What follows belongs to an exercise in optimizing a design on an open flow for small area, a short achievable clock period and few clock cycles per item; a production flow would make more cautious choices.

## fpu_pipe_unit
module fpu_pipe_unit #(
    parameter int EXP_W = 8,
    parameter int MAN_W = 23,
    parameter int TAG_W = 4
) (
    input  logic                 clk,
    input  logic                 rst_n,
    input  logic                 in_valid,
    output logic                 in_ready,
    input  logic [1:0]           in_op,
    input  logic [EXP_W+MAN_W:0] in_a,
    input  logic [EXP_W+MAN_W:0] in_b,
    input  logic [TAG_W-1:0]     in_tag,
    output logic                 out_valid,
    input  logic                 out_ready,
    output logic [EXP_W+MAN_W:0] out_y,
    output logic [TAG_W-1:0]     out_tag,
    output logic [3:0]           out_flags,
    output logic [3:0]           sticky,
    input  logic                 sticky_clr
);
Size in the first run: about 3,700 cells after synthesis, roughly 120 I/O pins.
make LEC_CHECK=0 ABC_AREA=1 CAP_MARGIN=20 CORE_MARGIN=2 CORE_UTILIZATION=40 SETUP_SLACK_MARGIN=5 SLEW_MARGIN=20 finish   # period 10.0 ns
run.sh (not shown) runs the stock make flow with config.mk's settings and CLKGATE_MAP_FILE= SYNTH_SCRIPT=/design/flow/synth_recipe.tcl, a recipe that flattens the netlist after the stock synthesis.
The starting point went through all stages and came out clean.
Rerun with:
--- a/flow/design.v
+++ b/flow/design.v
@@ -27,42 +27,46 @@
     logic hv_q;          
     assign adv      = !hv_q || out_ready;
     assign in_ready = adv;
     logic        v1_q;
     logic [3:0]  tag1_q;
     logic        mul1_q;
     logic [31:0] a1_q;
     logic [8:0]  b1_q;           
-    logic [35:0] f1_q;           
+    logic [22:0] f1_q;           
     logic        mzb1_q;         
+    logic        age1_q;         
+    logic        a_ge_in;
+    fpu_add31 u_cmp (.a(in_a[30:0]), .b(~in_b[30:0]), .ci(1'b1), .s(), .co(a_ge_in));
     logic        stk1_q;         
     logic [4:0]  tza_in, tzb_in;
     always_comb begin
         tza_in = 5'd23;
         tzb_in = 5'd23;
         for (int i = 22; i >= 0; i--) begin
             if (in_a[i]) tza_in = 5'(i);
             if (in_b[i]) tzb_in = 5'(i);
         end
     end
     logic [11:0] one_in, two_in, neg_in;
-    fpu_booth_enc u_enc (.y({1'b1, in_b[22:0]}), .one(one_in), .two(two_in), .neg(neg_in));
+    fpu_booth_enc u_enc (.y({1'b1, f1_q}), .one(one_in), .two(two_in), .neg(neg_in));
     always_ff @(posedge clk or negedge rst_n) begin
         if (!rst_n)   v1_q <= 1'b0;
         else if (adv) v1_q <= in_valid;
     end
     always_ff @(posedge clk) begin
         if (adv) begin
             tag1_q <= in_tag;
             mul1_q <= (in_op == 2'd2);
             a1_q   <= in_a;
             b1_q   <= {in_b[31] ^ (in_op == 2'd1), in_b[30:23]};
-            f1_q   <= (in_op == 2'd2) ? {neg_in, two_in, one_in} : {13'd0, in_b[22:0]};
+            f1_q   <= in_b[22:0];
             mzb1_q <= (in_b[22:0] == 23'd0);
+            age1_q <= a_ge_in;
             stk1_q <= ({1'b0, tza_in} + {1'b0, tzb_in}) < 6'd20;
         end
     end
     logic       sa, sb;
     logic [7:0] ea, eb;
     logic [22:0] ma, mb;
     logic       za, zb, ia, ib, na, nb, fa, fb;
     assign sa = a1_q[31];
@@ -96,25 +100,25 @@
         end else begin
             if (ia && ib && (sa != sb)) spk2 = K_NV;
             else if (ia) begin spk2 = K_INF; sps2 = sa; end
             else if (ib) begin spk2 = K_INF; sps2 = sb; end
             else sp2 = 1'b0;
         end
     end
     logic [47:0] ps, pc;
-    fpu_mul_cs24 u_mul (.x({1'b1, ma}), .one(f1_q[11:0]), .two(f1_q[23:12]), .neg(f1_q[35:24]),
+    fpu_mul_cs24 u_mul (.x({1'b1, ma}), .one(one_in), .two(two_in), .neg(neg_in),
                         .y23(1'b1), .s(ps), .c(pc));
     logic [9:0] mexp;
     assign mexp = {2'b00, ea} + {2'b00, eb} - 10'd127;
     logic        a_ge;
     logic [7:0]  dab, dba, ediff, ebig;
     logic [23:0] sig_big, sig_sml;
     logic        sub2, sgn_add;
-    fpu_add31 u_cmp (.a(a1_q[30:0]), .b(~{eb, mb}), .ci(1'b1), .s(), .co(a_ge));
+    assign a_ge    = age1_q;
     assign dab     = ea - eb;
     assign dba     = eb - ea;
     assign ediff   = a_ge ? dab : dba;
     assign ebig    = a_ge ? ea : eb;
     assign sig_big = a_ge ? (za ? 24'd0 : {1'b1, ma}) : (zb ? 24'd0 : {1'b1, mb});
     assign sig_sml = a_ge ? (zb ? 24'd0 : {1'b1, mb}) : (za ? 24'd0 : {1'b1, ma});
     assign sub2    = sa ^ sb;
     assign sgn_add = a_ge ? sa : sb;
After rerunning: The new run finished with timing, DRC and antenna clean. Worst hold slack improves by 0.0090 ns. Synthesized cell count drops by a few percent. Wire length drops by a little under a tenth. Via count drops by a few percent. First-iteration DRC count drops by roughly a tenth. Final area drops by a few percent. Clock-buffer cell count climbs by 5. Non-clock buffer count climbs by 9. Worst setup slack improves by 0.039 ns. Cell count drops by a few percent. Synthesized area drops by a few percent. Clock skew barely changes.
No functional check of the RTL was part of any run of this note.

-- what the ideal ports hide --
In the flow no input, the clock included, has a driving cell. The finished layouts below were timed again as built, in two steps. Step 1, drivers: a clkbuf_16 drives clk and a buf_2 each remaining input, both assumed. Step 2 moves the port delays by t, midway between the first and last clock arrival at a register: inputs arrive t later, outputs are due t later. That takes back most of the time a late clock gives input paths. Slacks: ideal / step 1 / step 2; pairs: ideal / step 1.
run	shift t [ns]	setup slack, ns	worst setup path at the end	worst register clock-pin slew, ns	worst slew at a driven data input, ns
the first run	0.623	5.036 / 5.036 / 5.036	register to register	0.07 / 0.07	0.07
the second run	0.615	5.075 / 5.075 / 5.047	input to register	0.07 / 0.07	0.07
After both steps setup and hold are still met in every run listed. The setup slack of the second run, which loses most, moves by 0.000 ns with the drivers and by -0.028 ns with both steps.
